Context: an optimization exercise on an open-source flow, tuned for small area, a short achievable clock period and few clock cycles per item. The choices shown serve that exercise and are no tape-out recipe.
Where RTL was checked, it was by simulation tests only, not by an equivalence proof against the original.
No functional check of the RTL was part of run 4.

==> design.v <==
package mapu_nxn_pkg;
  localparam logic [1:0] OP_ENC_ADD       = 2'd0;
  localparam logic [1:0] OP_ENC_SUB       = 2'd1;
  localparam logic [1:0] OP_ENC_MUL       = 2'd2;
  localparam logic [1:0] OP_ENC_TRANSPOSE = 2'd3;
  typedef enum logic [1:0] {
    OP_ADD       = OP_ENC_ADD,
    OP_SUB       = OP_ENC_SUB,
    OP_MUL       = OP_ENC_MUL,
    OP_TRANSPOSE = OP_ENC_TRANSPOSE
  } mapu_op_e;
endpackage
import mapu_nxn_pkg::*;
module mapu_nxn_mac_lane (
  input  logic [15:0] a,
  input  logic [15:0] b,
  input  logic [15:0] acc,
  input  logic        cin,
  output logic [15:0] sum,
  output logic        carry,
  output logic        h
);
  logic [15:0] pp [16];
  logic [15:0] bo;
  logic [15:0] x, y;
  logic        cout;
  always_comb begin
    for (int i = 0; i < 16; i++)
      for (int j = 0; j < 16; j++)
        pp[i][j] = a[i] & b[j];
  end
  always_comb begin
    bo[15] = b[15];
    for (int m = 14; m >= 0; m--) bo[m] = bo[m+1] | b[m];
  end
  always_comb begin
    h = 1'b0;
    for (int i = 1; i < 16; i++) h = h | (a[i] & bo[16-i]);
  end
  logic hs1;
  logic hc2;
  logic fs3;
  logic fc4;
  logic hs5;
  logic hc6;
  logic fs7;
  logic fc8;
  logic fs9;
  logic fc10;
  logic hs11;
  logic hc12;
  logic fs13;
  logic fc14;
  logic fs15;
  logic fc16;
  logic fs17;
  logic fc18;
  logic hs19;
  logic hc20;
  logic hs21;
  logic hc22;
  logic fs23;
  logic fc24;
  logic hs25;
  logic hc26;
  logic fs27;
  logic fc28;
  logic fs29;
  logic fc30;
  logic hs31;
  logic hc32;
  logic fs33;
  logic fc34;
  logic fs35;
  logic fc36;
  logic fs37;
  logic fc38;
  logic hs39;
  logic hc40;
  logic fs41;
  logic fc42;
  logic fs43;
  logic fc44;
  logic fs45;
  logic fc46;
  logic fs47;
  logic fc48;
  logic fs49;
  logic fc50;
  logic fs51;
  logic fc52;
  logic fs53;
  logic fc54;
  logic fs55;
  logic fc56;
  logic fs57;
  logic fc58;
  logic fs59;
  logic fc60;
  logic fs61;
  logic fc62;
  logic fs63;
  logic fc64;
  logic fs65;
  logic fc66;
  logic fs67;
  logic fc68;
  logic fs69;
  logic fc70;
  logic fs71;
  logic fc72;
  logic hs73;
  logic hc74;
  logic fs75;
  logic fc76;
  logic hs77;
  logic hc78;
  logic fs79;
  logic fc80;
  logic fs81;
  logic fc82;
  logic hs83;
  logic hc84;
  logic fs85;
  logic fc86;
  logic fs87;
  logic fc88;
  logic fs89;
  logic fc90;
  logic fs91;
  logic fc92;
  logic fs93;
  logic fc94;
  logic fs95;
  logic fc96;
  logic fs97;
  logic fc98;
  logic fs99;
  logic fc100;
  logic fs101;
  logic fc102;
  logic fs103;
  logic fc104;
  logic fs105;
  logic fc106;
  logic fs107;
  logic fc108;
  logic fs109;
  logic fc110;
  logic fs111;
  logic fc112;
  logic fs113;
  logic fc114;
  logic fs115;
  logic fc116;
  logic fs117;
  logic fc118;
  logic fs119;
  logic fc120;
  logic fs121;
  logic fc122;
  logic fs123;
  logic fc124;
  logic fs125;
  logic fc126;
  logic fs127;
  logic fc128;
  logic fs129;
  logic fc130;
  logic fs131;
  logic fc132;
  logic hs133;
  logic hc134;
  logic fs135;
  logic fc136;
  logic hs137;
  logic hc138;
  logic fs139;
  logic fc140;
  logic fs141;
  logic fc142;
  logic fs143;
  logic fc144;
  logic fs145;
  logic fc146;
  logic fs147;
  logic fc148;
  logic fs149;
  logic fc150;
  logic fs151;
  logic fc152;
  logic fs153;
  logic fc154;
  logic fs155;
  logic fc156;
  logic fs157;
  logic fc158;
  logic fs159;
  logic fc160;
  logic fs161;
  logic fc162;
  logic fs163;
  logic fc164;
  logic fs165;
  logic fc166;
  logic fs167;
  logic fc168;
  logic fs169;
  logic fc170;
  logic fs171;
  logic fc172;
  logic fs173;
  logic fc174;
  logic fs175;
  logic fc176;
  logic fs177;
  logic fc178;
  logic fs179;
  logic fc180;
  logic fs181;
  logic fc182;
  logic hs183;
  logic hc184;
  logic fs185;
  logic fc186;
  logic fs187;
  logic fc188;
  logic fs189;
  logic fc190;
  logic fs191;
  logic fc192;
  logic fs193;
  logic fc194;
  logic fs195;
  logic fc196;
  logic fs197;
  logic fc198;
  logic fs199;
  logic fc200;
  logic fs201;
  logic fc202;
  logic fs203;
  logic fc204;
  logic fs205;
  logic fc206;
  logic fs207;
  logic fc208;
  logic fs209;
  logic fc210;
  logic hs211;
  logic hc212;
  logic fs213;
  logic fc214;
  logic fs215;
  logic fc216;
  logic fs217;
  logic fc218;
  logic fs219;
  logic fc220;
  logic fs221;
  logic fc222;
  logic fs223;
  logic fc224;
  logic fs225;
  logic fc226;
  logic fs227;
  logic fc228;
  logic fs229;
  logic fc230;
  logic fs231;
  logic fc232;
  logic fs233;
  logic fc234;
  logic fs235;
  logic fc236;
  logic fs237;
  logic fc238;
  logic fs239;
  logic fc240;
  logic fs241;
  logic fc242;
  assign hs1 = pp[0][12] ^ pp[1][11];
  assign hc2 = pp[0][12] & pp[1][11];
  assign {fc4, fs3} = {1'b0, pp[0][13]} + {1'b0, pp[1][12]} + {1'b0, pp[2][11]};
  assign hs5 = pp[3][10] ^ pp[4][9];
  assign hc6 = pp[3][10] & pp[4][9];
  assign {fc8, fs7} = {1'b0, pp[0][14]} + {1'b0, pp[1][13]} + {1'b0, pp[2][12]};
  assign {fc10, fs9} = {1'b0, pp[3][11]} + {1'b0, pp[4][10]} + {1'b0, pp[5][9]};
  assign hs11 = pp[6][8] ^ pp[7][7];
  assign hc12 = pp[6][8] & pp[7][7];
  assign {fc14, fs13} = {1'b0, pp[0][15]} + {1'b0, pp[1][14]} + {1'b0, pp[2][13]};
  assign {fc16, fs15} = {1'b0, pp[3][12]} + {1'b0, pp[4][11]} + {1'b0, pp[5][10]};
  assign {fc18, fs17} = {1'b0, pp[6][9]} + {1'b0, pp[7][8]} + {1'b0, pp[8][7]};
  assign hs19 = pp[9][6] ^ pp[10][5];
  assign hc20 = pp[9][6] & pp[10][5];
  assign hs21 = pp[0][8] ^ pp[1][7];
  assign hc22 = pp[0][8] & pp[1][7];
  assign {fc24, fs23} = {1'b0, pp[0][9]} + {1'b0, pp[1][8]} + {1'b0, pp[2][7]};
  assign hs25 = pp[3][6] ^ pp[4][5];
  assign hc26 = pp[3][6] & pp[4][5];
  assign {fc28, fs27} = {1'b0, pp[0][10]} + {1'b0, pp[1][9]} + {1'b0, pp[2][8]};
  assign {fc30, fs29} = {1'b0, pp[3][7]} + {1'b0, pp[4][6]} + {1'b0, pp[5][5]};
  assign hs31 = pp[6][4] ^ pp[7][3];
  assign hc32 = pp[6][4] & pp[7][3];
  assign {fc34, fs33} = {1'b0, pp[0][11]} + {1'b0, pp[1][10]} + {1'b0, pp[2][9]};
  assign {fc36, fs35} = {1'b0, pp[3][8]} + {1'b0, pp[4][7]} + {1'b0, pp[5][6]};
  assign {fc38, fs37} = {1'b0, pp[6][5]} + {1'b0, pp[7][4]} + {1'b0, pp[8][3]};
  assign hs39 = pp[9][2] ^ pp[10][1];
  assign hc40 = pp[9][2] & pp[10][1];
  assign {fc42, fs41} = {1'b0, hs1} + {1'b0, pp[2][10]} + {1'b0, pp[3][9]};
  assign {fc44, fs43} = {1'b0, pp[4][8]} + {1'b0, pp[5][7]} + {1'b0, pp[6][6]};
  assign {fc46, fs45} = {1'b0, pp[7][5]} + {1'b0, pp[8][4]} + {1'b0, pp[9][3]};
  assign {fc48, fs47} = {1'b0, pp[10][2]} + {1'b0, pp[11][1]} + {1'b0, pp[12][0]};
  assign {fc50, fs49} = {1'b0, hc2} + {1'b0, fs3} + {1'b0, hs5};
  assign {fc52, fs51} = {1'b0, pp[5][8]} + {1'b0, pp[6][7]} + {1'b0, pp[7][6]};
  assign {fc54, fs53} = {1'b0, pp[8][5]} + {1'b0, pp[9][4]} + {1'b0, pp[10][3]};
  assign {fc56, fs55} = {1'b0, pp[11][2]} + {1'b0, pp[12][1]} + {1'b0, pp[13][0]};
  assign {fc58, fs57} = {1'b0, fc4} + {1'b0, hc6} + {1'b0, fs7};
  assign {fc60, fs59} = {1'b0, fs9} + {1'b0, hs11} + {1'b0, pp[8][6]};
  assign {fc62, fs61} = {1'b0, pp[9][5]} + {1'b0, pp[10][4]} + {1'b0, pp[11][3]};
  assign {fc64, fs63} = {1'b0, pp[12][2]} + {1'b0, pp[13][1]} + {1'b0, pp[14][0]};
  assign {fc66, fs65} = {1'b0, fc8} + {1'b0, fc10} + {1'b0, hc12};
  assign {fc68, fs67} = {1'b0, fs13} + {1'b0, fs15} + {1'b0, fs17};
  assign {fc70, fs69} = {1'b0, hs19} + {1'b0, pp[11][4]} + {1'b0, pp[12][3]};
  assign {fc72, fs71} = {1'b0, pp[13][2]} + {1'b0, pp[14][1]} + {1'b0, pp[15][0]};
  assign hs73 = pp[0][5] ^ pp[1][4];
  assign hc74 = pp[0][5] & pp[1][4];
  assign {fc76, fs75} = {1'b0, pp[0][6]} + {1'b0, pp[1][5]} + {1'b0, pp[2][4]};
  assign hs77 = pp[3][3] ^ pp[4][2];
  assign hc78 = pp[3][3] & pp[4][2];
  assign {fc80, fs79} = {1'b0, pp[0][7]} + {1'b0, pp[1][6]} + {1'b0, pp[2][5]};
  assign {fc82, fs81} = {1'b0, pp[3][4]} + {1'b0, pp[4][3]} + {1'b0, pp[5][2]};
  assign hs83 = pp[6][1] ^ pp[7][0];
  assign hc84 = pp[6][1] & pp[7][0];
  assign {fc86, fs85} = {1'b0, hs21} + {1'b0, pp[2][6]} + {1'b0, pp[3][5]};
  assign {fc88, fs87} = {1'b0, pp[4][4]} + {1'b0, pp[5][3]} + {1'b0, pp[6][2]};
  assign {fc90, fs89} = {1'b0, pp[7][1]} + {1'b0, pp[8][0]} + {1'b0, acc[8]};
  assign {fc92, fs91} = {1'b0, hc22} + {1'b0, fs23} + {1'b0, hs25};
  assign {fc94, fs93} = {1'b0, pp[5][4]} + {1'b0, pp[6][3]} + {1'b0, pp[7][2]};
  assign {fc96, fs95} = {1'b0, pp[8][1]} + {1'b0, pp[9][0]} + {1'b0, acc[9]};
  assign {fc98, fs97} = {1'b0, fc24} + {1'b0, hc26} + {1'b0, fs27};
  assign {fc100, fs99} = {1'b0, fs29} + {1'b0, hs31} + {1'b0, pp[8][2]};
  assign {fc102, fs101} = {1'b0, pp[9][1]} + {1'b0, pp[10][0]} + {1'b0, acc[10]};
  assign {fc104, fs103} = {1'b0, fc28} + {1'b0, fc30} + {1'b0, hc32};
  assign {fc106, fs105} = {1'b0, fs33} + {1'b0, fs35} + {1'b0, fs37};
  assign {fc108, fs107} = {1'b0, hs39} + {1'b0, pp[11][0]} + {1'b0, acc[11]};
  assign {fc110, fs109} = {1'b0, fc34} + {1'b0, fc36} + {1'b0, fc38};
  assign {fc112, fs111} = {1'b0, hc40} + {1'b0, fs41} + {1'b0, fs43};
  assign {fc114, fs113} = {1'b0, fs45} + {1'b0, fs47} + {1'b0, acc[12]};
  assign {fc116, fs115} = {1'b0, fc42} + {1'b0, fc44} + {1'b0, fc46};
  assign {fc118, fs117} = {1'b0, fc48} + {1'b0, fs49} + {1'b0, fs51};
  assign {fc120, fs119} = {1'b0, fs53} + {1'b0, fs55} + {1'b0, acc[13]};
  assign {fc122, fs121} = {1'b0, fc50} + {1'b0, fc52} + {1'b0, fc54};
  assign {fc124, fs123} = {1'b0, fc56} + {1'b0, fs57} + {1'b0, fs59};
  assign {fc126, fs125} = {1'b0, fs61} + {1'b0, fs63} + {1'b0, acc[14]};
  assign {fc128, fs127} = {1'b0, fc58} + {1'b0, fc60} + {1'b0, fc62};
  assign {fc130, fs129} = {1'b0, fc64} + {1'b0, fs65} + {1'b0, fs67};
  assign {fc132, fs131} = {1'b0, fs69} + {1'b0, fs71} + {1'b0, acc[15]};
  assign hs133 = pp[0][3] ^ pp[1][2];
  assign hc134 = pp[0][3] & pp[1][2];
  assign {fc136, fs135} = {1'b0, pp[0][4]} + {1'b0, pp[1][3]} + {1'b0, pp[2][2]};
  assign hs137 = pp[3][1] ^ pp[4][0];
  assign hc138 = pp[3][1] & pp[4][0];
  assign {fc140, fs139} = {1'b0, hs73} + {1'b0, pp[2][3]} + {1'b0, pp[3][2]};
  assign {fc142, fs141} = {1'b0, pp[4][1]} + {1'b0, pp[5][0]} + {1'b0, acc[5]};
  assign {fc144, fs143} = {1'b0, hc74} + {1'b0, fs75} + {1'b0, hs77};
  assign {fc146, fs145} = {1'b0, pp[5][1]} + {1'b0, pp[6][0]} + {1'b0, acc[6]};
  assign {fc148, fs147} = {1'b0, fc76} + {1'b0, hc78} + {1'b0, fs79};
  assign {fc150, fs149} = {1'b0, fs81} + {1'b0, hs83} + {1'b0, acc[7]};
  assign {fc152, fs151} = {1'b0, fc80} + {1'b0, fc82} + {1'b0, hc84};
  assign {fc154, fs153} = {1'b0, fs85} + {1'b0, fs87} + {1'b0, fs89};
  assign {fc156, fs155} = {1'b0, fc86} + {1'b0, fc88} + {1'b0, fc90};
  assign {fc158, fs157} = {1'b0, fs91} + {1'b0, fs93} + {1'b0, fs95};
  assign {fc160, fs159} = {1'b0, fc92} + {1'b0, fc94} + {1'b0, fc96};
  assign {fc162, fs161} = {1'b0, fs97} + {1'b0, fs99} + {1'b0, fs101};
  assign {fc164, fs163} = {1'b0, fc98} + {1'b0, fc100} + {1'b0, fc102};
  assign {fc166, fs165} = {1'b0, fs103} + {1'b0, fs105} + {1'b0, fs107};
  assign {fc168, fs167} = {1'b0, fc104} + {1'b0, fc106} + {1'b0, fc108};
  assign {fc170, fs169} = {1'b0, fs109} + {1'b0, fs111} + {1'b0, fs113};
  assign {fc172, fs171} = {1'b0, fc110} + {1'b0, fc112} + {1'b0, fc114};
  assign {fc174, fs173} = {1'b0, fs115} + {1'b0, fs117} + {1'b0, fs119};
  assign {fc176, fs175} = {1'b0, fc116} + {1'b0, fc118} + {1'b0, fc120};
  assign {fc178, fs177} = {1'b0, fs121} + {1'b0, fs123} + {1'b0, fs125};
  assign {fc180, fs179} = {1'b0, fc122} + {1'b0, fc124} + {1'b0, fc126};
  assign {fc182, fs181} = {1'b0, fs127} + {1'b0, fs129} + {1'b0, fs131};
  assign hs183 = pp[0][2] ^ pp[1][1];
  assign hc184 = pp[0][2] & pp[1][1];
  assign {fc186, fs185} = {1'b0, hs133} + {1'b0, pp[2][1]} + {1'b0, pp[3][0]};
  assign {fc188, fs187} = {1'b0, hc134} + {1'b0, fs135} + {1'b0, hs137};
  assign {fc190, fs189} = {1'b0, fc136} + {1'b0, hc138} + {1'b0, fs139};
  assign {fc192, fs191} = {1'b0, fc140} + {1'b0, fc142} + {1'b0, fs143};
  assign {fc194, fs193} = {1'b0, fc144} + {1'b0, fc146} + {1'b0, fs147};
  assign {fc196, fs195} = {1'b0, fc148} + {1'b0, fc150} + {1'b0, fs151};
  assign {fc198, fs197} = {1'b0, fc152} + {1'b0, fc154} + {1'b0, fs155};
  assign {fc200, fs199} = {1'b0, fc156} + {1'b0, fc158} + {1'b0, fs159};
  assign {fc202, fs201} = {1'b0, fc160} + {1'b0, fc162} + {1'b0, fs163};
  assign {fc204, fs203} = {1'b0, fc164} + {1'b0, fc166} + {1'b0, fs167};
  assign {fc206, fs205} = {1'b0, fc168} + {1'b0, fc170} + {1'b0, fs171};
  assign {fc208, fs207} = {1'b0, fc172} + {1'b0, fc174} + {1'b0, fs175};
  assign {fc210, fs209} = {1'b0, fc176} + {1'b0, fc178} + {1'b0, fs179};
  assign hs211 = pp[0][0] ^ acc[0];
  assign hc212 = pp[0][0] & acc[0];
  assign {fc214, fs213} = {1'b0, pp[0][1]} + {1'b0, pp[1][0]} + {1'b0, acc[1]};
  assign {fc216, fs215} = {1'b0, hs183} + {1'b0, pp[2][0]} + {1'b0, acc[2]};
  assign {fc218, fs217} = {1'b0, hc184} + {1'b0, fs185} + {1'b0, acc[3]};
  assign {fc220, fs219} = {1'b0, fc186} + {1'b0, fs187} + {1'b0, acc[4]};
  assign {fc222, fs221} = {1'b0, fc188} + {1'b0, fs189} + {1'b0, fs141};
  assign {fc224, fs223} = {1'b0, fc190} + {1'b0, fs191} + {1'b0, fs145};
  assign {fc226, fs225} = {1'b0, fc192} + {1'b0, fs193} + {1'b0, fs149};
  assign {fc228, fs227} = {1'b0, fc194} + {1'b0, fs195} + {1'b0, fs153};
  assign {fc230, fs229} = {1'b0, fc196} + {1'b0, fs197} + {1'b0, fs157};
  assign {fc232, fs231} = {1'b0, fc198} + {1'b0, fs199} + {1'b0, fs161};
  assign {fc234, fs233} = {1'b0, fc200} + {1'b0, fs201} + {1'b0, fs165};
  assign {fc236, fs235} = {1'b0, fc202} + {1'b0, fs203} + {1'b0, fs169};
  assign {fc238, fs237} = {1'b0, fc204} + {1'b0, fs205} + {1'b0, fs173};
  assign {fc240, fs239} = {1'b0, fc206} + {1'b0, fs207} + {1'b0, fs177};
  assign {fc242, fs241} = {1'b0, fc208} + {1'b0, fs209} + {1'b0, fs181};
  assign x = {fc240, fc238, fc236, fc234, fc232, fc230, fc228, fc226, fc224, fc222, fc220, fc218, fc216, fc214, hc212, hs211};
  assign y = {fs241, fs239, fs237, fs235, fs233, fs231, fs229, fs227, fs225, fs223, fs221, fs219, fs217, fs215, fs213, cin};
  logic [15:0] pg, pp_, gg0;
  assign pg = x & y;
  assign pp_ = x ^ y;
  logic sg0_1, sp0_1;
  assign sg0_1 = pg[1] | (pp_[1] & pg[0]);
  assign sp0_1 = pp_[1] & pp_[0];
  logic sg0_3, sp0_3;
  assign sg0_3 = pg[3] | (pp_[3] & pg[2]);
  assign sp0_3 = pp_[3] & pp_[2];
  logic sg0_5, sp0_5;
  assign sg0_5 = pg[5] | (pp_[5] & pg[4]);
  assign sp0_5 = pp_[5] & pp_[4];
  logic sg0_7, sp0_7;
  assign sg0_7 = pg[7] | (pp_[7] & pg[6]);
  assign sp0_7 = pp_[7] & pp_[6];
  logic sg0_9, sp0_9;
  assign sg0_9 = pg[9] | (pp_[9] & pg[8]);
  assign sp0_9 = pp_[9] & pp_[8];
  logic sg0_11, sp0_11;
  assign sg0_11 = pg[11] | (pp_[11] & pg[10]);
  assign sp0_11 = pp_[11] & pp_[10];
  logic sg0_13, sp0_13;
  assign sg0_13 = pg[13] | (pp_[13] & pg[12]);
  assign sp0_13 = pp_[13] & pp_[12];
  logic sg0_15, sp0_15;
  assign sg0_15 = pg[15] | (pp_[15] & pg[14]);
  assign sp0_15 = pp_[15] & pp_[14];
  logic sg1_2, sp1_2;
  assign sg1_2 = pg[2] | (pp_[2] & sg0_1);
  assign sp1_2 = pp_[2] & sp0_1;
  logic sg1_3, sp1_3;
  assign sg1_3 = sg0_3 | (sp0_3 & sg0_1);
  assign sp1_3 = sp0_3 & sp0_1;
  logic sg1_6, sp1_6;
  assign sg1_6 = pg[6] | (pp_[6] & sg0_5);
  assign sp1_6 = pp_[6] & sp0_5;
  logic sg1_7, sp1_7;
  assign sg1_7 = sg0_7 | (sp0_7 & sg0_5);
  assign sp1_7 = sp0_7 & sp0_5;
  logic sg1_10, sp1_10;
  assign sg1_10 = pg[10] | (pp_[10] & sg0_9);
  assign sp1_10 = pp_[10] & sp0_9;
  logic sg1_11, sp1_11;
  assign sg1_11 = sg0_11 | (sp0_11 & sg0_9);
  assign sp1_11 = sp0_11 & sp0_9;
  logic sg1_14, sp1_14;
  assign sg1_14 = pg[14] | (pp_[14] & sg0_13);
  assign sp1_14 = pp_[14] & sp0_13;
  logic sg1_15, sp1_15;
  assign sg1_15 = sg0_15 | (sp0_15 & sg0_13);
  assign sp1_15 = sp0_15 & sp0_13;
  logic sg2_4, sp2_4;
  assign sg2_4 = pg[4] | (pp_[4] & sg1_3);
  assign sp2_4 = pp_[4] & sp1_3;
  logic sg2_5, sp2_5;
  assign sg2_5 = sg0_5 | (sp0_5 & sg1_3);
  assign sp2_5 = sp0_5 & sp1_3;
  logic sg2_6, sp2_6;
  assign sg2_6 = sg1_6 | (sp1_6 & sg1_3);
  assign sp2_6 = sp1_6 & sp1_3;
  logic sg2_7, sp2_7;
  assign sg2_7 = sg1_7 | (sp1_7 & sg1_3);
  assign sp2_7 = sp1_7 & sp1_3;
  logic sg2_12, sp2_12;
  assign sg2_12 = pg[12] | (pp_[12] & sg1_11);
  assign sp2_12 = pp_[12] & sp1_11;
  logic sg2_13, sp2_13;
  assign sg2_13 = sg0_13 | (sp0_13 & sg1_11);
  assign sp2_13 = sp0_13 & sp1_11;
  logic sg2_14, sp2_14;
  assign sg2_14 = sg1_14 | (sp1_14 & sg1_11);
  assign sp2_14 = sp1_14 & sp1_11;
  logic sg2_15, sp2_15;
  assign sg2_15 = sg1_15 | (sp1_15 & sg1_11);
  assign sp2_15 = sp1_15 & sp1_11;
  logic sg3_8, sp3_8;
  assign sg3_8 = pg[8] | (pp_[8] & sg2_7);
  assign sp3_8 = pp_[8] & sp2_7;
  logic sg3_9, sp3_9;
  assign sg3_9 = sg0_9 | (sp0_9 & sg2_7);
  assign sp3_9 = sp0_9 & sp2_7;
  logic sg3_10, sp3_10;
  assign sg3_10 = sg1_10 | (sp1_10 & sg2_7);
  assign sp3_10 = sp1_10 & sp2_7;
  logic sg3_11, sp3_11;
  assign sg3_11 = sg1_11 | (sp1_11 & sg2_7);
  assign sp3_11 = sp1_11 & sp2_7;
  logic sg3_12, sp3_12;
  assign sg3_12 = sg2_12 | (sp2_12 & sg2_7);
  assign sp3_12 = sp2_12 & sp2_7;
  logic sg3_13, sp3_13;
  assign sg3_13 = sg2_13 | (sp2_13 & sg2_7);
  assign sp3_13 = sp2_13 & sp2_7;
  logic sg3_14, sp3_14;
  assign sg3_14 = sg2_14 | (sp2_14 & sg2_7);
  assign sp3_14 = sp2_14 & sp2_7;
  logic sg3_15, sp3_15;
  assign sg3_15 = sg2_15 | (sp2_15 & sg2_7);
  assign sp3_15 = sp2_15 & sp2_7;
  assign sum = {pp_[15] ^ sg3_14, pp_[14] ^ sg3_13, pp_[13] ^ sg3_12, pp_[12] ^ sg3_11, pp_[11] ^ sg3_10, pp_[10] ^ sg3_9, pp_[9] ^ sg3_8, pp_[8] ^ sg2_7, pp_[7] ^ sg2_6, pp_[6] ^ sg2_5, pp_[5] ^ sg2_4, pp_[4] ^ sg1_3, pp_[3] ^ sg1_2, pp_[2] ^ sg0_1, pp_[1] ^ pg[0], pp_[0]};
  assign cout = sg3_15;
  assign carry = cout | fc14 | fc16 | fc18 | hc20 | fc66 | fc68 | fc70 | fc72 | fc128 | fc130 | fc132 | fc180 | fc182 | fc210 | fc242;
endmodule
module mapu_nxn_row_unit
#(
  parameter int DATA_WIDTH = 16,
  parameter int N          = 4,
  parameter int SATURATE   = 0
) (
  input  logic                      mul,
  input  logic                      sub,
  input  logic [N*DATA_WIDTH-1:0]   a_lane,    
  input  logic [N*DATA_WIDTH-1:0]   b_row,
  input  logic [N*DATA_WIDTH-1:0]   acc_row,
  output logic [N*DATA_WIDTH-1:0]   res_row,
  output logic [N-1:0]              lane_of
);
  localparam int DW = DATA_WIDTH;
  logic [N-1:0] carry, h;
  for (genvar c = 0; c < N; c++) begin : g_lane
    mapu_nxn_mac_lane u_lane (
      .a     (a_lane[c*DW +: DW]),
      .b     (b_row[c*DW +: DW]),
      .acc   (acc_row[c*DW +: DW]),
      .cin   (sub),
      .sum   (res_row[c*DW +: DW]),
      .carry (carry[c]),
      .h     (h[c])
    );
    assign lane_of[c] = (carry[c] ^ sub) | h[c];
  end
endmodule
import mapu_nxn_pkg::*;
module mapu_nxn
#(
  parameter int DATA_WIDTH = 16,
  parameter int N          = 4,
  parameter int SATURATE   = 0
) (
  input  logic                     clk,
  input  logic                     reset_n,
  input  logic                     i_en,
  input  logic [1:0]               i_op,
  output logic                     o_of,
  input  logic                     i_vld,
  output logic                     o_rdy,
  input  logic [N*DATA_WIDTH-1:0]  i_row,
  output logic                     o_vld,
  input  logic                     i_rdy,
  output logic [N*DATA_WIDTH-1:0]  o_row
);
  localparam int DW = DATA_WIDTH;
  localparam int RW = N * DW;
  localparam int IW = $clog2(N);
  localparam logic [IW-1:0] LAST = IW'(N - 1);
  logic [RW-1:0] a_q [N];
  logic [RW-1:0] c_q [N];
  logic [RW-1:0] r_q;
  logic [DW-1:0] ae_q [N];    
  logic [RW-1:0] ae_lanes;
  logic          selt_q;      
  logic          selc_q;      
  logic          sela_q;      
  logic          sub_q;       
  logic [N-1:0]  of_q;        
  logic [IW:0]   in_cnt_q, in_cnt_d;    
  logic [1:0]    in_op_q, in_op_d;
  logic          r_vld_q, r_vld_d;
  logic [IW-1:0] r_k_q, r_k_d;
  logic [1:0]    r_op_q, r_op_d;
  logic [IW-1:0] pass_q, pass_d;        
  logic          t_pend_q, t_pend_d;    
  logic          c_own_q, c_own_d;      
  logic          c_vld_q, c_vld_d;      
  logic [IW-1:0] out_q, out_d;
  logic          rdy_q, rdy_d;
  logic in_a, take, deliver, c_free, step, copy, r_mul, r_last, op_done, a_shift;
  logic take_dp, shift_dp, c_free_dp, step_dp, copy_dp;
  logic [RW-1:0] a_head_d;
  logic [RW-1:0] acc_row;
  logic [RW-1:0] a_col;
  logic [RW-1:0] alu_row;
  logic [N-1:0]  alu_of;
  assign in_a    = ~in_cnt_q[IW];
  assign r_mul   = (r_op_q == OP_ENC_MUL);
  assign r_last  = ~r_mul | (pass_q == LAST);
  assign take    = i_en & i_vld & rdy_q;
  assign deliver = i_en & c_vld_q & i_rdy;
  assign c_free  = ~c_vld_q | (deliver & (out_q == LAST));
  assign step    = r_vld_q & (c_own_q | c_free);
  assign copy    = t_pend_q & c_free;
  assign op_done = step & r_last & (r_k_q == LAST);
  assign a_shift = (take & in_a) | step;
  assign take_dp   = i_vld & rdy_q;
  assign shift_dp  = c_vld_q & i_rdy;
  assign c_free_dp = ~c_vld_q | (i_rdy & (out_q == LAST));
  assign step_dp   = r_vld_q & (c_own_q | c_free_dp);
  assign copy_dp   = t_pend_q & c_free_dp;
  always_comb begin
    in_cnt_d = in_cnt_q;
    in_op_d  = in_op_q;
    r_vld_d  = r_vld_q;
    r_k_d    = r_k_q;
    r_op_d   = r_op_q;
    pass_d   = pass_q;
    t_pend_d = t_pend_q;
    c_own_d  = c_own_q;
    c_vld_d  = c_vld_q;
    out_d    = out_q;
    if (deliver) begin
      out_d = out_q + 1'b1;
      if (out_q == LAST) c_vld_d = 1'b0;
    end
    if (step) begin
      c_own_d = ~op_done;
      pass_d  = r_mul ? pass_q + 1'b1 : '0;
      if (r_last) r_vld_d = 1'b0;
      if (op_done) begin
        c_vld_d = 1'b1;
        out_d   = '0;
      end
    end
    if (copy) begin
      t_pend_d = 1'b0;
      c_vld_d  = 1'b1;
      out_d    = '0;
    end
    if (take) begin
      if (in_cnt_q == '0) in_op_d = i_op;
      if (in_a) begin
        if (in_cnt_q == (IW+1)'(N - 1) && in_op_q == OP_ENC_TRANSPOSE) begin
          in_cnt_d = '0;
          t_pend_d = 1'b1;
        end else begin
          in_cnt_d = in_cnt_q + 1'b1;
        end
      end else begin
        in_cnt_d = in_cnt_q + 1'b1;
        r_vld_d  = 1'b1;
        r_k_d    = in_cnt_q[IW-1:0];
        r_op_d   = in_op_q;
        pass_d   = '0;
      end
    end
    if (!i_en) begin
      in_cnt_d = '0;
      r_vld_d  = 1'b0;
      pass_d   = '0;
      t_pend_d = 1'b0;
      c_own_d  = 1'b0;
      c_vld_d  = 1'b0;
      out_d    = '0;
    end
    if (~in_cnt_d[IW])
      rdy_d = ~t_pend_d & (~r_vld_d | (c_own_d & (r_op_d != OP_ENC_MUL || pass_d == LAST)));
    else
      rdy_d = ~r_vld_d | ((r_op_d != OP_ENC_MUL || pass_d == LAST) & (c_own_d | ~c_vld_d));
  end
  assign a_head_d = a_shift ? a_q[1] : a_q[0];
  always_comb begin
    for (int c = 0; c < N; c++) a_col[c*DW +: DW] = a_q[c][(N-1)*DW +: DW];
  end
  always_comb begin
    for (int c = 0; c < N; c++) ae_lanes[c*DW +: DW] = ae_q[c];
  end
  assign acc_row  = ({RW{selc_q}} & c_q[0]) | ({RW{sela_q}} & a_q[0]) | ({RW{selt_q}} & a_col);
  mapu_nxn_row_unit #(
    .DATA_WIDTH (DATA_WIDTH),
    .N          (N),
    .SATURATE   (SATURATE)
  ) u_row_unit (
    .mul     (r_mul),
    .sub     (sub_q),
    .a_lane  (ae_lanes),
    .b_row   (r_q),
    .acc_row (acc_row),
    .res_row (alu_row),
    .lane_of (alu_of)
  );
  always_ff @(posedge clk) begin
    if ((take_dp & in_a) | step_dp) begin
      for (int j = 0; j < N - 1; j++) a_q[j] <= a_q[j+1];
      a_q[N-1] <= (take_dp & in_a) ? i_row : a_q[0];
    end
    if (take_dp & ~in_a) r_q <= (in_op_q == OP_ENC_SUB) ? ~i_row : i_row;
    for (int c = 0; c < N; c++)
      ae_q[c] <= t_pend_d ? '0 : (r_op_d == OP_ENC_MUL) ? a_head_d[r_k_d*DW +: DW] :
                 r_vld_d ? DW'(1) : DW'(c);
    selc_q  <= ~t_pend_d & (r_op_d == OP_ENC_MUL) & (r_k_d != '0);
    sela_q  <= ~t_pend_d & (r_op_d != OP_ENC_MUL);
    sub_q   <= ~t_pend_d & (r_op_d == OP_ENC_SUB);
    selt_q  <= t_pend_d;
    if (copy_dp | step_dp | shift_dp) begin
      for (int j = 0; j < N - 1; j++)
        for (int c = 0; c < N; c++)
          c_q[j][c*DW +: DW] <= copy_dp ? a_q[c][j*DW +: DW] : c_q[j+1][c*DW +: DW];
      c_q[N-1] <= alu_row;
    end
    if (copy_dp) of_q <= '0;
    else begin
      if (step_dp) of_q <= ((r_k_q == '0) & (pass_q == '0) ? '0 : of_q) | alu_of;
    end
  end
  always_ff @(posedge clk or negedge reset_n) begin
    if (!reset_n) begin
      in_cnt_q <= '0;
      in_op_q  <= OP_ENC_ADD;
      r_vld_q  <= 1'b0;
      r_k_q    <= '0;
      r_op_q   <= OP_ENC_ADD;
      pass_q   <= '0;
      t_pend_q <= 1'b0;
      c_own_q  <= 1'b0;
      c_vld_q  <= 1'b0;
      out_q    <= '0;
      rdy_q    <= 1'b1;
    end else begin
      in_cnt_q <= in_cnt_d;
      in_op_q  <= in_op_d;
      r_vld_q  <= r_vld_d;
      r_k_q    <= r_k_d;
      r_op_q   <= r_op_d;
      pass_q   <= pass_d;
      t_pend_q <= t_pend_d;
      c_own_q  <= c_own_d;
      c_vld_q  <= c_vld_d;
      out_q    <= out_d;
      rdy_q    <= rdy_d;
    end
  end
  assign o_rdy = rdy_q;
  assign o_vld = c_vld_q;
  assign o_row = c_q[0];
  assign o_of  = |of_q;
endmodule
==> flow/run.sh <==
#!/bin/bash
# Standard ORFS layout (the standard.sh) with two changes: repair_timing aims at a setup
# margin of 11 ns under the design's SDC, and the port buffers are buf_2 cells.
bash standard.sh SETUP_SLACK_MARGIN=11 "BUFFER_PORTS_ARGS=-buffer_cell sky130_fd_sc_hd__buf_2" finish > standard.log 2>&1
==> standard.sh <==
#!/bin/bash
# synth_recipe.tcl (not shown) runs the flow's synth.tcl, then flattens the netlist and writes it again
# the make line also repeats each setting of config.mk as NAME=value (left out here)
make -C /OpenROAD-flow-scripts/flow DESIGN_CONFIG=/design/flow/config.mk WORK_HOME=/design/flow/orfs CLKGATE_MAP_FILE= SYNTH_SCRIPT=/design/flow/synth_recipe.tcl "${@:-finish}"
==> config.mk <==
export PLATFORM = sky130hd
export DESIGN_NAME = mapu_nxn
export DESIGN_NICKNAME = mapu_nxn
export VERILOG_FILES = /design/flow/design.v
export SDC_FILE = /design/flow/constraint.sdc
export NUM_CORES = 4
export LEC_CHECK = 0
export ABC_AREA = 1
export CAP_MARGIN = 40
export CORE_MARGIN = 2
export CORE_UTILIZATION = 60
export SLEW_MARGIN = 40
==> constraint.sdc <==
create_clock -name core_clock -period 16.0 [get_ports {clk}]
set_input_delay 3.2000 -clock core_clock [delete_from_list [all_inputs] [get_ports {clk}]]
set_output_delay 3.2000 -clock core_clock [all_outputs]
set_load 0.01 [all_outputs]
==> impl_metrics.csv, run 1 <==
group,metric,value,unit
clock_tree,cts.sinks,620,
critical_path,r2r-end,"of_q[2]$_SDFFE_PP0P_",
sta,worst_slack,10970,ps
logic_synthesis,yosysMostFrequentCell,"nand2_1",
drt,post_drt_wl_per_cell,24.7,microns
clock_tree,postCtsHoldBufs,0,
die,io_pins,138,
clock_tree,clk_pin_slew_worst_paths,70,ps
final_layout,multi_input_area,20300,sq um
sta,setup_violations,0,
logic_synthesis,synthFlopType,"edfxtp_1",
final_layout,regArea,18300,sq um
sta,fin_worst_skew,25.2,ps
global_routing,grt_pass1_vias,30100,
die,fp.dieW,269,microns
sta,worst_pin_slew,926,ps
sta,timing.slew.headroom,0.376,
placement,place_congestion,0.937,
critical_path,critPathKind,"reg2reg",
critical_path,startpoint,"ae_q[2][1]$_SDFF_PP0_",
logic_synthesis,synth_edf_count,576,
flow_run,drv_cap,0,
die,rows,96,
logic_synthesis,synth_cell_type_count,53,
logic_synthesis,ys_warn_count,6,
critical_path,path_max_fanout,6,
sta,hold-worst-slack,447,ps
global_routing,track_usage,0.381,
critical_path,reg2reg_slack,10970,ps
final_layout,fin_nets,5046,
clock_tree,clk_latency,610,ps
critical_path,critical_path.cell_chain,"buf_12, buf_4, nand2_1, inv_1, fa_1, fa_1, inv_2, fa_2, fa_2, inv_2, fa_1, fa_1, ha_4, nor4_4, nand2_1, nor3_4, a21oi_2, nor2_1, nand3_2, nand2_1, a21oi_1",
critical_path,crit_family,"adder cells",
logic_synthesis,ys_async_sr_fraction,0.0290,
clock_tree,cts_tree,"built",
clock_tree,clock_path_buffers,3,
final_layout,drive_above_1_share,0.113,
drt,drc,0,
die,coreArea,68900,sq um
final_layout,stdcell_area,47500,sq um
drt,dr.pass1.iters,6,
critical_path,crit_slowest_cell,"fa_1",
critical_path,cp-end-kind,"flop",
critical_path,cp-start-kind,"flop",
logic_synthesis,synthTopCellsByArea,"edfxtp_1 (41%), fa_1 (21%), nand2_1 (12%)",
placement,numPortBuffers,137,
critical_path,crit_cells,21,
logic_synthesis,synth.top_cell.area_share,0.412,
critical_path,setup.worst_path.end,"of_q[2]$_SDFFE_PP0P_",
sta,hold_viol,0,
logic_synthesis,yosysSeqAreaShare,0.435,
drt,drtAntennaViolNets,0,
logic_synthesis,syn_nets,4909,
critical_path,crit_top_cell,"fa_1",
sta,clock.fmax,199,MHz
critical_path,reg2reg_depth,21,
drt,drtIter0Drc,3957,
final_layout,fillers,5450,
critical_path,worst-path-buf-inv,5,
sta,rsz0062_at_grt,"true",
clock_tree,cts_made_buffers,70,
critical_path,r2r-start,"ae_q[2][1]$_SDFF_PP0_",
final_layout,areaGrowthSynthToFinish,13.1,%
run_status,outcome,"no timing/DRC/antenna violations",
critical_path,cpPeakStageDelay,520,ps
critical_path,cp.arrival,5490,ps
sta,period_needed,5030,ps
placement,pre_cts_slack,9610,ps
sta,setup-tns-final,0,ps
logic_synthesis,ys_top_cells_by_count,"nand2_1 (1301), inv_1 (791), edfxtp_1 (576), fa_1 (440), o21ai_0 (203)",
die,die_area,72100,sq um
clock_tree,htreeDepth,3,
placement,place_area,43600,sq um
drt,viasPerCell,5.73,
global_routing,grt_pass1_wl,197,mm
global_routing,antenna_found_initial,14,
drt,vias,31000,
hold_path,hold_class,"reg2reg",
logic_synthesis,synth.largest_area_cell,"edfxtp_1",
logic_synthesis,synth-seq-cells,620,
placement,hpwl,90.8,mm
clock_tree,cts_root_buf,"clkbuf_16",
global_routing,grt_overflow,0,
drt,totalWireLength,134,mm
logic_synthesis,avgSynthCellArea,9.83,sq um
die,initial_core_util,0.609,
critical_path,cp.required,16460,ps
logic_synthesis,synthCells,4272,
sta,slew_viol_final,0,
logic_synthesis,synth_area,42000,sq um
global_routing,grt_max_degree,94,
sta,fin_crit_sh,0.314,
die,die_h,269,microns
==> per-layer routing <==
| layer | global-route usage | up-vias | share of wire |
|---|---|---|---|
| met3 | 0.103 | 320 | 0.12 |
| met2 | 0.549 | 1775 | 0.43 |
| met1 | 0.553 | 15300 | 0.40 |
| met5 | 0 | - | 0.00043 |
| li1 | - | 13600 | - |
| met4 | 0.155 | 8 | 0.046 |
==> logic make-up (layout without fill, tap and decap cells) <==
kind of cell / count (synthesis) / count (layout) / share of synthesized area
muxes: 1 / 1 / 0.000268
other: 0 / 8 / 0
and+or+nand+nor: 1516 / 1518 / 0.141
DFF: 620 / 620 / 0.435
xor gates and xnor gates: 106 / 106 / 0.0221
AOI/OAI and AO/OA: 447 / 447 / 0.0614
buffers and inverters: 1016 / 1208 / 0.0926
adders and majority gates: 566 / 566 / 0.247
==> what timing repair did <==
item                       4_1_cts  5_1_grt
setup endpoints to repair      239      202
setup buffers                   66       11
cloned                          13        0
pin swaps                       29       19
resized for setup              104       44
==> through the flow <==
stage / std cells / utilization
final: 5405 / 0.689
after CTS: 5385 / 0.685
after global placement: 5176 / 0.631
after floorplan: 4272 / -
after detailed placement: 5177 / 0.632
after global routing: 5399 / 0.688
==> layout make-up <==
cell class,instances,area share
inverters,800,0.0637
diodes,8,0.000422
multi-input cells,2638,0.427
well taps,931,0.0245
repair buffers,279,0.0511
flip-flops and latches,620,0.386
clock buffers,87,0.0393
clock inverters,42,0.00848
==> worst min path at each step <==
stage                     slack, ps  cells past startpoint                  from                    to
after global routing            440                      0  a_q[3][14]$_DFFE_PP_  a_q[2][14]$_DFFE_PP_
after detailed placement        430                      0  a_q[2][38]$_DFFE_PP_  a_q[1][38]$_DFFE_PP_
final                           450                      0  a_q[3][43]$_DFFE_PP_  a_q[2][43]$_DFFE_PP_
after floorplan                 430                      0   a_q[1][0]$_DFFE_PP_   a_q[0][0]$_DFFE_PP_
after global placement          430                      0  a_q[2][18]$_DFFE_PP_  a_q[1][18]$_DFFE_PP_
after CTS                       440                      0  a_q[3][15]$_DFFE_PP_  a_q[2][15]$_DFFE_PP_
==> state kept, by name, indices dropped and copies added (netlist names), 2 cells and up <==
name,flops
ae_q,18
a_q,256
out_q,2
r_op_q,2
in_cnt_q,3
of_q,4
c_q,256
in_op_q,2
r_q,64
r_k_q,2
pass_q,2
==> cells in the final DEF (no fill, tap or decap), drive strengths merged, types with 87 or more instances in the layout <==
cell type	count
edfxtp	576
inv	803
clkbuf	87
fa	440
buf	268
nand2	1305
ha	126
o21ai	228
a21oi	116
nor2	92
Testbench counts, summed over its fixed seeds: cycles 4,129, ops 384.
==> run 2, diff against run 1 <==
--- a/config.mk
+++ b/config.mk
@@ -5,8 +5,8 @@
 export SDC_FILE = /design/flow/constraint.sdc
 export NUM_CORES = 4
 export LEC_CHECK = 0
-export ABC_AREA = 1
 export CAP_MARGIN = 40
 export CORE_MARGIN = 2
 export CORE_UTILIZATION = 60
+export PLACE_DENSITY = 0.75
 export SLEW_MARGIN = 40
==> impl_metrics.csv, run 2 <==
group,metric,value,unit
run_status,outcome,"no timing/DRC/antenna violations",
global_routing,grt_pass1_vias,30300,
global_routing,gr-usage-met1,0.469,
die,rows,96,
die,io_pins,138,
drt,viasPerCell,6.49,
final_layout,final_cell_mix,"nand2_1 (624), edfxtp_1 (576), fa_1 (432), inv_1 (370), and2_1 (258)",
clock_tree,cts_made_buffers,61,
critical_path,path_max_fanout,4,
global_routing,grt_busiest_layer,"met2",
critical_path,cp.arrival,5410,ps
sta,worst_slack,10980,ps
clock_tree,cts_tree,"built",
die,die_h,266,microns
sta,period_needed,5020,ps
sta,slew_viol_final,0,
final_layout,fin_nets,4256,
sta,hold_viol,0,
logic_synthesis,ys_async_sr_fraction,0.0290,
sta,setup-tns-final,0,ps
final_layout,mostFrequentLayoutCell,"nand2_1",
final_layout,areaGrowthSynthToFinish,14.1,%
global_routing,track_usage,0.367,
clock_tree,postCtsHoldBufs,0,
drt,dr.pass1.iters,10,
final_layout,fillers,4577,
logic_synthesis,synth_edf_count,576,
logic_synthesis,ys_warn_count,6,
hold_path,hold_class,"reg2reg",
flow_run,drv_cap,0,
logic_synthesis,synth_area,41200,sq um
sta,timing.slew.headroom,0.359,
placement,place_congestion,0.940,
sta,clock.fmax,199,MHz
clock_tree,clock_path_buffers,3,
logic_synthesis,synthCells,3424,
die,fp.dieW,266,microns
placement,numPortBuffers,137,
logic_synthesis,synth-seq-cells,620,
sta,rsz0062_at_grt,"true",
critical_path,crit_slowest_cell,"a222oi_1",
die,die_area,70700,sq um
drt,post_drt_wl_per_cell,29.4,microns
sta,fin_worst_skew,22.8,ps
logic_synthesis,synth_cell_type_count,77,
logic_synthesis,yosysMostFrequentCell,"nand2_1",
drt,drtAntennaViolNets,0,
drt,drtIter0Drc,4963,
clock_tree,cts_root_buf,"clkbuf_16",
critical_path,cp-start-kind,"flop",
die,initial_core_util,0.604,
logic_synthesis,synthTopCellsByArea,"edfxtp_1 (42%), fa_1 (21%), nand2_1 (5.7%)",
clock_tree,htreeDepth,2,
critical_path,critPathKind,"reg2reg",
sta,fin_crit_sh,0.314,
logic_synthesis,ys_top_cells_by_count,"nand2_1 (630), edfxtp_1 (576), fa_1 (440), inv_1 (374), and2_1 (261)",
global_routing,grt_pass1_wl,189,mm
critical_path,cpPeakStageDelay,660,ps
clock_tree,clk_latency,650,ps
critical_path,crit_top_cell,"fa_1",
global_routing,use_met2,0.555,
sta,setup_violations,0,
drt,vias,29600,
logic_synthesis,avgSynthCellArea,12.0,sq um
global_routing,grt_overflow,0,
logic_synthesis,synth.largest_area_cell,"edfxtp_1",
final_layout,drive_above_1_share,0.197,
placement,hpwl,88.6,mm
logic_synthesis,yosysSeqAreaShare,0.444,
logic_synthesis,syn_nets,4061,
logic_synthesis,synth.top_cell.area_share,0.420,
placement,pre_cts_slack,10200,ps
critical_path,critical_path.cell_chain,"a222oi_1, fa_1, fa_1, fa_1, fa_1, inv_1, ha_4, a21oi_2, o21ai_2, o41ai_4, o21bai_1, a21oi_1, xnor2_1",
global_routing,use_met3,0.125,
drt,drc,0,
clock_tree,clk_pin_slew_worst_paths,70,ps
global_routing,grt_max_degree,77,
drt,totalWireLength,134,mm
logic_synthesis,synthFlopType,"edfxtp_1",
critical_path,cp.required,16390,ps
die,coreArea,68200,sq um
global_routing,antenna_found_initial,17,
critical_path,cp-end-kind,"flop",
clock_tree,cts.sinks,620,
final_layout,reg_top3,"a_q x256, c_q x256, r_q x64",
sta,worst_pin_slew,962,ps
[run 2: repair_timing]
action | CTS | global route
cloned | 2 | 11
endpoints found under the setup margin | 94 | 179
buffers inserted | 38 | 67
resized for setup | 61 | 80
pin swaps | 13 | 47
[run 2: per-layer routing]
metal / vias up / share of wire
met3: 626 / 0.15
li1: 11900 / -
met1: 14700 / 0.34
met2: 2403 / 0.44
met5: - / 0.00075
met4: 14 / 0.070
[run 2: layout make-up]
cell class / count / area, sq um / share of cell area
Clock buffer: 76 / 1650 / 0.0352
Inverter: 376 / 1410 / 0.0301
Antenna cell: 11 / 27.5 / 0.000586
Multi-Input combinational cell: 2242 / 21200 / 0.452
Tap cell: 882 / 1100 / 0.0235
Sequential cell: 620 / 18300 / 0.390
Clock inverter: 38 / 468 / 0.00996
Timing Repair Buffer: 318 / 2760 / 0.0587
[run 2: worst max-delay path: cells and delay by family (launching register included)]
| family | cells | cell delay (ps) |
|---|---|---|
| flip-flops | 1 | 510 |
| buffers and inverters | 1 | 110 |
| XOR/XNOR | 1 | 90 |
| AO/OA/AOI/OAI | 6 | 1880 |
| adder cells (fa/ha/maj) | 5 | 2170 |
[run 2: through the flow]
stage | util | hold WS (ps) | instances | area, sq um
2_1_floorplan | - | 422 | 3424 | 41400
3_3_place_gp | 0.625 | 426 | 4295 | 42600
3_5_place_dp | 0.629 | 432 | 4318 | 42900
4_1_cts | 0.670 | 444 | 4472 | 45700
5_1_grt | 0.688 | 450 | 4557 | 47000
6_report | 0.688 | 441 | 4563 | 47000
[run 2: cell families (layout without fill, tap and decap cells)]
kind of cell    after synthesis  count (layout)  synth area share
compound gates              242             242            0.0456
other cells                   0              11                 0
buf+inv                     562             808            0.0528
flops                       620             620             0.444
xor+xnor                    108             108            0.0230
fa+ha+maj                   566             566             0.252
mux                         202             202            0.0554
simple gates               1124            1124             0.127
[run 2: final timing paths]
check                                          start              endpoint  slack, ps  cells past startpoint
worst min register to register   a_q[2][8]$_DFFE_PP_   a_q[1][8]$_DFFE_PP_        440                      0
min in group asynchronous                    reset_n    r_k_q[1]$_DFF_PN0_       2490                      1
worst max register to register  a_q[0][56]$_DFFE_PP_  c_q[3][14]$_DFFE_PP_      10980                     13
worst min-delay path             a_q[2][8]$_DFFE_PP_   a_q[1][8]$_DFFE_PP_        440                      0
max in group asynchronous                    reset_n       rdy_q$_DFF_PN1_      13190                      1
worst max-delay path            a_q[0][56]$_DFFE_PP_  c_q[3][14]$_DFFE_PP_      10980                     13
==> run 3, diff against run 2 <==
==> flow/run.sh (replaced) <==
#!/bin/bash
# Standard ORFS layout (the standard.sh) with two changes: repair_timing aims at a setup
# margin of 10.8 ns under the design's SDC, and the port buffers are buf_2 cells.
bash standard.sh SETUP_SLACK_MARGIN=10.8 "BUFFER_PORTS_ARGS=-buffer_cell sky130_fd_sc_hd__buf_2" finish > standard.log 2>&1
--- a/config.mk
+++ b/config.mk
@@ -5,8 +5,7 @@
 export SDC_FILE = /design/flow/constraint.sdc
 export NUM_CORES = 4
 export LEC_CHECK = 0
-export CAP_MARGIN = 40
+export CAP_MARGIN = 20
 export CORE_MARGIN = 2
 export CORE_UTILIZATION = 60
-export PLACE_DENSITY = 0.75
-export SLEW_MARGIN = 40
+export SLEW_MARGIN = 20
==> impl_metrics.csv, run 3 <==
group,metric,value,unit
sta,fin_worst_skew,16.5,ps
critical_path,cp-start-kind,"input port",
placement,dp.cells,4303,
global_routing,grt_pass1_wl,193,mm
placement,numPortBuffers,137,
sta,hold_viol,0,
logic_synthesis,synth.top_cell.area_share,0.420,
global_routing,grt_overflow,0,
clock_tree,clock_path_buffers,3,
run_status,outcome,"no timing/DRC/antenna violations",
placement,place_congestion,0.917,
clock_tree,htreeDepth,3,
critical_path,cp.arrival,5510,ps
die,die_area,70700,sq um
die,io_pins,138,
logic_synthesis,synth_compound_area_frac,0.0456,
clock_tree,postCtsHoldBufs,0,
drt,vias,28600,
final_layout,mostFrequentLayoutCell,"nand2_1",
logic_synthesis,synth_fa_ha_area_frac,0.252,
clock_tree,cts_made_buffers,68,
logic_synthesis,synth_cell_type_count,77,
clock_tree,cts_tree,"built",
sta,setup_violations,0,
global_routing,track_usage,0.381,
sta,fin_crit_sh,0.335,
logic_synthesis,ys_warn_count,6,
final_layout,areaGrowthSynthToFinish,12.1,%
logic_synthesis,synth_edf_count,576,
logic_synthesis,yosysMostFrequentCell,"nand2_1",
logic_synthesis,synth_top_family_by_area,"adder cells",
clock_tree,cts.sinks,620,
drt,post_drt_wl_per_cell,30.1,microns
sta,hold-worst-slack,440,ps
final_layout,final_cell_mix,"nand2_1 (626), edfxtp_1 (576), fa_1 (439), inv_1 (374), and2_1 (261)",
logic_synthesis,synth_xor_xnor_area_share,0.0230,
die,die_h,266,microns
clock_tree,clk_pin_slew_worst_paths,60,ps
drt,drtAntennaViolNets,0,
final_layout,reg_top3,"a_q x256, c_q x256, r_q x64",
logic_synthesis,synth.largest_area_cell,"edfxtp_1",
sta,slew_viol_final,0,
logic_synthesis,yosysSeqAreaShare,0.444,
logic_synthesis,ys_top_cells_by_count,"nand2_1 (630), edfxtp_1 (576), fa_1 (440), inv_1 (374), and2_1 (261)",
die,rows,96,
clock_tree,clk_latency,620,ps
logic_synthesis,synthFlopType,"edfxtp_1",
global_routing,grt_max_degree,154,
drt,drc,0,
global_routing,grt_pass1_vias,29400,
die,fp.dieW,266,microns
sta,clock.fmax,187,MHz
die,initial_core_util,0.604,
sta,worst_pin_slew,1130,ps
die,coreArea,68200,sq um
flow_run,drv_cap,0,
drt,drtIter0Drc,3649,
logic_synthesis,synth-simple-area-share,0.127,
clock_tree,cts_root_buf,"clkbuf_16",
hold_path,hold_class,"reg2reg",
critical_path,cp-end-kind,"flop",
sta,setup-tns-final,0,ps
final_layout,stdcell_area,46200,sq um
placement,place_area,42700,sq um
critical_path,path_max_fanout,153,
logic_synthesis,synth_area,41200,sq um
drt,dr.pass1.iters,7,
logic_synthesis,ys_async_sr_fraction,0.0290,
drt,totalWireLength,135,mm
final_layout,drive_above_1_share,0.170,
sta,rsz0062_at_grt,"true",
critical_path,critPathKind,"in2reg",
sta,period_needed,5350,ps
final_layout,fin_nets,4196,
placement,hpwl,90.1,mm
sta,timing.slew.headroom,0.249,
logic_synthesis,avgSynthCellArea,12.0,sq um
logic_synthesis,syn_nets,4061,
logic_synthesis,synthTopCellsByArea,"edfxtp_1 (42%), fa_1 (21%), nand2_1 (5.7%)",
final_layout,final_cell_count_no_fill,4497,
global_routing,antenna_found_initial,9,
logic_synthesis,synthCells,3424,
drt,viasPerCell,6.37,
logic_synthesis,synth-seq-cells,620,
logic_synthesis,synthMuxAreaShare,0.0554,
critical_path,cp.required,16160,ps
-- run 3: worst paths after layout --
path | startpoint | end | slack [ps] | cells after the start
setup / recovery | i_vld | a_q[3][12]$_DFFE_PP_ | 10650 | 5
hold / removal | a_q[2][39]$_DFFE_PP_ | a_q[1][39]$_DFFE_PP_ | 440 | 0
setup reg to reg | r_q[22]$_DFFE_PP_ | c_q[3][31]$_DFFE_PP_ | 10770 | 14
hold reg to reg | a_q[2][39]$_DFFE_PP_ | a_q[1][39]$_DFFE_PP_ | 440 | 0
max in group asynchronous | reset_n | rdy_q$_DFF_PN1_ | 13160 | 1
min in group asynchronous | reset_n | out_q[0]$_DFF_PN0_ | 2510 | 1
-- run 3: stage by stage --
| stage | util | worst slack (ps) |
|---|---|---|
| final | 0.677 | 10650 |
| after global routing | 0.677 | 10680 |
| after CTS | 0.667 | 10810 |
| after global placement | 0.625 | 9490 |
| after floorplan | - | 2630 |
| after detailed placement | 0.626 | 9420 |
-- run 3: metal layers --
layer | up-vias | track usage | routed length [microns]
met5 | - | 0 | 62
met4 | 10 | 0.172 | 7590
met3 | 404 | 0.0970 | 16400
met2 | 1916 | 0.590 | 60900
met1 | 14600 | 0.512 | 50200
li1 | 11700 | - | -
-- run 3: area by class of cell --
| class | count | area [sq um] |
|---|---|---|
| clock inverters | 34 | 438 |
| inverters | 376 | 1420 |
| well taps | 882 | 1100 |
| multi-input cells | 2242 | 21000 |
| clock buffers | 91 | 1920 |
| repair buffers | 251 | 2020 |
| fillers | 5039 | 22100 |
| flip-flops and latches | 620 | 18300 |
| diodes | 1 | 2.50 |
-- run 3: what timing repair did --
item,in CTS,in global routing
gates resized for setup,40,41
endpoints found under the hold margin,0,0
setup buffers,20,40
pin swaps,5,12
endpoints found under the setup margin,280,202
gates cloned,2,6
-- run 3: kinds of logic after synthesis --
group	Yosys count
simple gates	1124
flops	620
fa+ha+maj	566
buf+inv	562
compound gates	242
mux	202
xor+xnor	108
-- run 3: worst max-delay path: stages --
cell	delay (ps)
buf_2	140
nand3_4	90
buf_6	620
nand2_8	600
buf_12	490
==> run 4, diff against run 3 <==
--- a/design.v
+++ b/design.v
@@ -17,13 +17,13 @@
   input  logic [15:0] acc,
   input  logic        cin,
   output logic [15:0] sum,
-  output logic        carry,
+  output logic        cout,
+  output logic        hi,
   output logic        h
 );
   logic [15:0] pp [16];
   logic [15:0] bo;
   logic [15:0] x, y;
-  logic        cout;
   always_comb begin
     for (int i = 0; i < 16; i++)
       for (int j = 0; j < 16; j++)
@@ -518,7 +518,7 @@
   assign sp3_15 = sp2_15 & sp2_7;
   assign sum = {pp_[15] ^ sg3_14, pp_[14] ^ sg3_13, pp_[13] ^ sg3_12, pp_[12] ^ sg3_11, pp_[11] ^ sg3_10, pp_[10] ^ sg3_9, pp_[9] ^ sg3_8, pp_[8] ^ sg2_7, pp_[7] ^ sg2_6, pp_[6] ^ sg2_5, pp_[5] ^ sg2_4, pp_[4] ^ sg1_3, pp_[3] ^ sg1_2, pp_[2] ^ sg0_1, pp_[1] ^ pg[0], pp_[0]};
   assign cout = sg3_15;
-  assign carry = cout | fc14 | fc16 | fc18 | hc20 | fc66 | fc68 | fc70 | fc72 | fc128 | fc130 | fc132 | fc180 | fc182 | fc210 | fc242;
+  assign hi = fc14 | fc16 | fc18 | hc20 | fc66 | fc68 | fc70 | fc72 | fc128 | fc130 | fc132 | fc180 | fc182 | fc210 | fc242;
 endmodule
 module mapu_nxn_row_unit
 #(
@@ -532,10 +532,12 @@
   input  logic [N*DATA_WIDTH-1:0]   b_row,
   input  logic [N*DATA_WIDTH-1:0]   acc_row,
   output logic [N*DATA_WIDTH-1:0]   res_row,
-  output logic [N-1:0]              lane_of
+  output logic [N-1:0]              cout,      
+  output logic [N-1:0]              of_c1,     
+  output logic [N-1:0]              of_c0      
 );
   localparam int DW = DATA_WIDTH;
-  logic [N-1:0] carry, h;
+  logic [N-1:0] hi, h;
   for (genvar c = 0; c < N; c++) begin : g_lane
     mapu_nxn_mac_lane u_lane (
       .a     (a_lane[c*DW +: DW]),
@@ -543,10 +545,12 @@
       .acc   (acc_row[c*DW +: DW]),
       .cin   (sub),
       .sum   (res_row[c*DW +: DW]),
-      .carry (carry[c]),
+      .cout  (cout[c]),
+      .hi    (hi[c]),
       .h     (h[c])
     );
-    assign lane_of[c] = (carry[c] ^ sub) | h[c];
+    assign of_c1[c] = ~sub | h[c];
+    assign of_c0[c] = (hi[c] ^ sub) | h[c];
   end
 endmodule
 import mapu_nxn_pkg::*;
@@ -599,7 +603,7 @@
   logic [RW-1:0] acc_row;
   logic [RW-1:0] a_col;
   logic [RW-1:0] alu_row;
-  logic [N-1:0]  alu_of;
+  logic [N-1:0]  alu_cout, alu_of1, alu_of0, of_keep;
   assign in_a    = ~in_cnt_q[IW];
   assign r_mul   = (r_op_q == OP_ENC_MUL);
   assign r_last  = ~r_mul | (pass_q == LAST);
@@ -694,7 +698,9 @@
     .b_row   (r_q),
     .acc_row (acc_row),
     .res_row (alu_row),
-    .lane_of (alu_of)
+    .cout    (alu_cout),
+    .of_c1   (alu_of1),
+    .of_c0   (alu_of0)
   );
   always_ff @(posedge clk) begin
     if ((take_dp & in_a) | step_dp) begin
@@ -717,7 +723,9 @@
     end
     if (copy_dp) of_q <= '0;
     else begin
-      if (step_dp) of_q <= ((r_k_q == '0) & (pass_q == '0) ? '0 : of_q) | alu_of;
+      if (step_dp)
+        for (int c = 0; c < N; c++)
+          of_q[c] <= alu_cout[c] ? (of_keep[c] | alu_of1[c]) : (of_keep[c] | alu_of0[c]);
     end
   end
   always_ff @(posedge clk or negedge reset_n) begin
@@ -750,5 +758,6 @@
   assign o_rdy = rdy_q;
   assign o_vld = c_vld_q;
   assign o_row = c_q[0];
+  assign of_keep = ((r_k_q == '0) & (pass_q == '0)) ? '0 : of_q;
   assign o_of  = |of_q;
 endmodule
==> flow/run.sh (replaced) <==
#!/bin/bash
# Standard ORFS layout (the standard.sh) with two changes: repair_timing aims at a setup
# margin of 11 ns under the design's SDC, and the port buffers are buf_2 cells.
bash standard.sh SETUP_SLACK_MARGIN=11 "BUFFER_PORTS_ARGS=-buffer_cell sky130_fd_sc_hd__buf_2" finish > standard.log 2>&1
==> impl_metrics.csv, run 4 <==
group,metric,value,unit
run_status,outcome,"no timing/DRC/antenna violations",
logic_synthesis,yosysSeqAreaShare,0.444,
clock_tree,htreeDepth,3,
sta,setup-tns-final,0,ps
critical_path,cp.arrival,5550,ps
sta,fin_crit_sh,0.313,
logic_synthesis,synth.top_cell.area_share,0.421,
final_layout,fin_nets,4258,
drt,dr.pass1.iters,9,
clock_tree,postCtsHoldBufs,0,
final_layout,multi_input_area,21000,sq um
logic_synthesis,synth.largest_area_cell,"edfxtp_1",
placement,place_congestion,0.951,
clock_tree,cts.sinks,620,
sta,clock.fmax,200,MHz
die,rows,95,
global_routing,grt_overflow,0,
final_layout,regArea,18300,sq um
critical_path,cp-start-kind,"input port",
logic_synthesis,yosysMostFrequentCell,"nand2_1",
global_routing,grt_pass1_wl,199,mm
sta,worst_pin_slew,1220,ps
sta,slew_viol_final,0,
final_layout,drive_above_1_share,0.184,
drt,post_drt_wl_per_cell,30.8,microns
clock_tree,clk_latency,620,ps
die,die_h,266,microns
sta,hold-worst-slack,438,ps
critical_path,path_max_fanout,34,
clock_tree,cts_root_buf,"clkbuf_16",
sta,hold_viol,0,
critical_path,cp.required,16550,ps
logic_synthesis,synthCells,3439,
die,fp.dieW,266,microns
critical_path,startpoint,"i_vld",
flow_run,drv_cap,0,
sta,setup_violations,0,
critical_path,critPathKind,"in2reg",
logic_synthesis,synth-seq-cells,620,
drt,drtIter0Drc,4350,
global_routing,grt_max_degree,152,
logic_synthesis,syn_nets,4076,
sta,period_needed,5010,ps
logic_synthesis,synth_edf_count,576,
die,coreArea,67500,sq um
drt,drtAntennaViolNets,0,
die,initial_core_util,0.609,
placement,place_area,42600,sq um
global_routing,track_usage,0.395,
hold_path,hp-start,"a_q[2][36]$_DFFE_PP_",
drt,vias,29500,
logic_synthesis,synthFlopType,"edfxtp_1",
logic_synthesis,ys_async_sr_fraction,0.0290,
final_layout,fillers,4876,
logic_synthesis,synthTopCellsByArea,"edfxtp_1 (42%), fa_1 (21%), nand2_1 (6.0%)",
clock_tree,cts_tree,"built",
critical_path,r2r-start,"r_q[43]$_DFFE_PP_",
global_routing,grt_pass1_vias,29700,
die,die_area,70600,sq um
final_layout,stdcell_area,46700,sq um
drt,viasPerCell,6.48,
placement,numPortBuffers,137,
final_layout,final_cell_mix,"nand2_1 (659), edfxtp_1 (576), fa_1 (433), inv_1 (357), and2_1 (227)",
die,io_pins,138,
logic_synthesis,synth_cell_type_count,76,
logic_synthesis,synth_area,41100,sq um
sta,rsz0062_at_grt,"true",
drt,totalWireLength,140,mm
clock_tree,cts_made_buffers,68,
hold_path,hold_class,"reg2reg",
sta,timing.slew.headroom,0.186,
logic_synthesis,ys_top_cells_by_count,"nand2_1 (662), edfxtp_1 (576), fa_1 (440), inv_1 (363), and2_1 (230)",
placement,dp.cells,4295,
drt,drc,0,
global_routing,antenna_found_initial,17,
final_layout,final_cell_count_no_fill,4555,
critical_path,cp-end-kind,"flop",
logic_synthesis,avgSynthCellArea,12.0,sq um
clock_tree,clock_path_buffers,3,
logic_synthesis,ys_warn_count,6,
final_layout,areaGrowthSynthToFinish,13.6,%
critical_path,reg2reg_slack,11010,ps
placement,hpwl,91.9,mm
final_layout,reg_top3,"a_q x256, c_q x256, r_q x64",
final_layout,mostFrequentLayoutCell,"nand2_1",
sta,fin_worst_skew,28.5,ps
clock_tree,clk_pin_slew_worst_paths,60,ps
## run 4: changes by cell type after synthesis, moves of 16 or more
| cell | previous run | this run |
|---|---|---|
| a31oi_1 | 17 | 1 |
| and2_1 | 261 | 230 |
| clkbuf_1 | 149 | 167 |
| nand2_1 | 630 | 662 |
| nand3_1 | 53 | 102 |
| nor2_1 | 73 | 49 |
## run 4: kinds of logic (layout without fill, tap and decap cells)
kind of cell / count (synthesis) / in the layout / share of synthesized area
fa+ha+maj: 566 / 566 / 0.253
other cells: 0 / 11 / 0
buf+inv: 556 / 784 / 0.0509
mux: 201 / 201 / 0.0552
compound gates: 245 / 245 / 0.0452
simple gates: 1144 / 1148 / 0.129
xor+xnor: 107 / 107 / 0.0228
flops: 620 / 620 / 0.444
## run 4: per-stage QoR
| step | setup slack (ps) | util |
|---|---|---|
| finish | 10990 | 0.691 |
| floorplan | 2640 | - |
| detailed placement | 9330 | 0.630 |
| CTS | 10890 | 0.677 |
| global route | 10910 | 0.691 |
| global placement | 9420 | 0.630 |
## run 4: layer usage
metal  share of wire  GRT usage  vias up  routed length [microns]
li1                -          -    11900                        -
met5         0.00019          0        -                       27
met1            0.37      0.555    14900                    52100
met2            0.43      0.576     2223                    60600
met4           0.056      0.184        4                     7890
met3            0.14      0.110      464                    19600
## run 4: final cells by class
cell class	count	share of cell area
multi-input cells	2267	0.451
flip-flops and latches	620	0.392
repair buffers	300	0.0565
clock buffers	89	0.0400
inverters	364	0.0294
well taps	873	0.0234
clock inverters	31	0.00705
diodes	11	0.000590
## run 4: what timing repair did
item | in CTS | in global routing
resized for setup | 70 | 49
endpoints found under the hold margin | 0 | 0
pin swaps | 9 | 23
cloned | 9 | 7
setup buffers | 47 | 65
setup endpoints to repair | 428 | 126
## run 4: worst paths after layout
kind,to,depth (start not counted)
hold reg to reg,a_q[1][36]$_DFFE_PP_,0
setup reg to reg,c_q[3][47]$_DFFE_PP_,16
hold / removal,a_q[1][36]$_DFFE_PP_,0
setup / recovery,ae_q[2][0]$_SDFF_PP0_,10
max in group asynchronous,rdy_q$_DFF_PN1_,1
min in group asynchronous,out_q[1]$_DFF_PN0_,1
## run 4: critical path, cell delays in order
cell and delay (ps):
buf_2 320, nand4_1 150, buf_4 190, a21oi_4 100
buf_4 440, clkinvlp_4 210, buf_4 240, mux4_2 310
a21oi_1 200, o21a_1 140

[separate check: timing with driven ports]
In the flow no input, the clock included, has a driving cell. The finished layouts below were timed again as built, in two steps.
Step 1 (the two cells are an assumption about what drives the block):
set clk [get_ports {clk}]
set_driving_cell -lib_cell sky130_fd_sc_hd__clkbuf_16 $clk
set_driving_cell -lib_cell sky130_fd_sc_hd__buf_2 [delete_from_list [all_inputs] $clk]
Step 2 adds t to the input delays and takes it off the output delays; t is the mean of the earliest and latest rising clock arrival at the registers after step 1. Input paths then give back, and output paths get back, about the clock's delay inside the block.
Slacks: ideal / step 1 / step 2; pairs: ideal / step 1.
run | shift t [ns] | setup WS [ns] | worst setup path at the end | latest minus earliest clock arrival (ns) | worst register clock-pin slew, ns
run 1 | 0.662 | 10.971 / 10.971 / 10.504 | input to register | 0.028 / 0.028 | 0.07 / 0.07
run 2 | 0.706 | 10.978 / 10.963 / 10.389 | input to register | 0.025 / 0.025 | 0.07 / 0.07
run 3 | 0.675 | 10.645 / 10.687 / 10.012 | input to register | 0.018 / 0.018 | 0.07 / 0.07
run 4 | 0.669 | 10.991 / 10.984 / 10.362 | input to register | 0.032 / 0.033 | 0.07 / 0.07
After both steps every run listed still meets setup and hold. For run 3, which loses most, drivers alone change the setup slack by +0.042 ns; drivers and shift together by -0.633 ns.
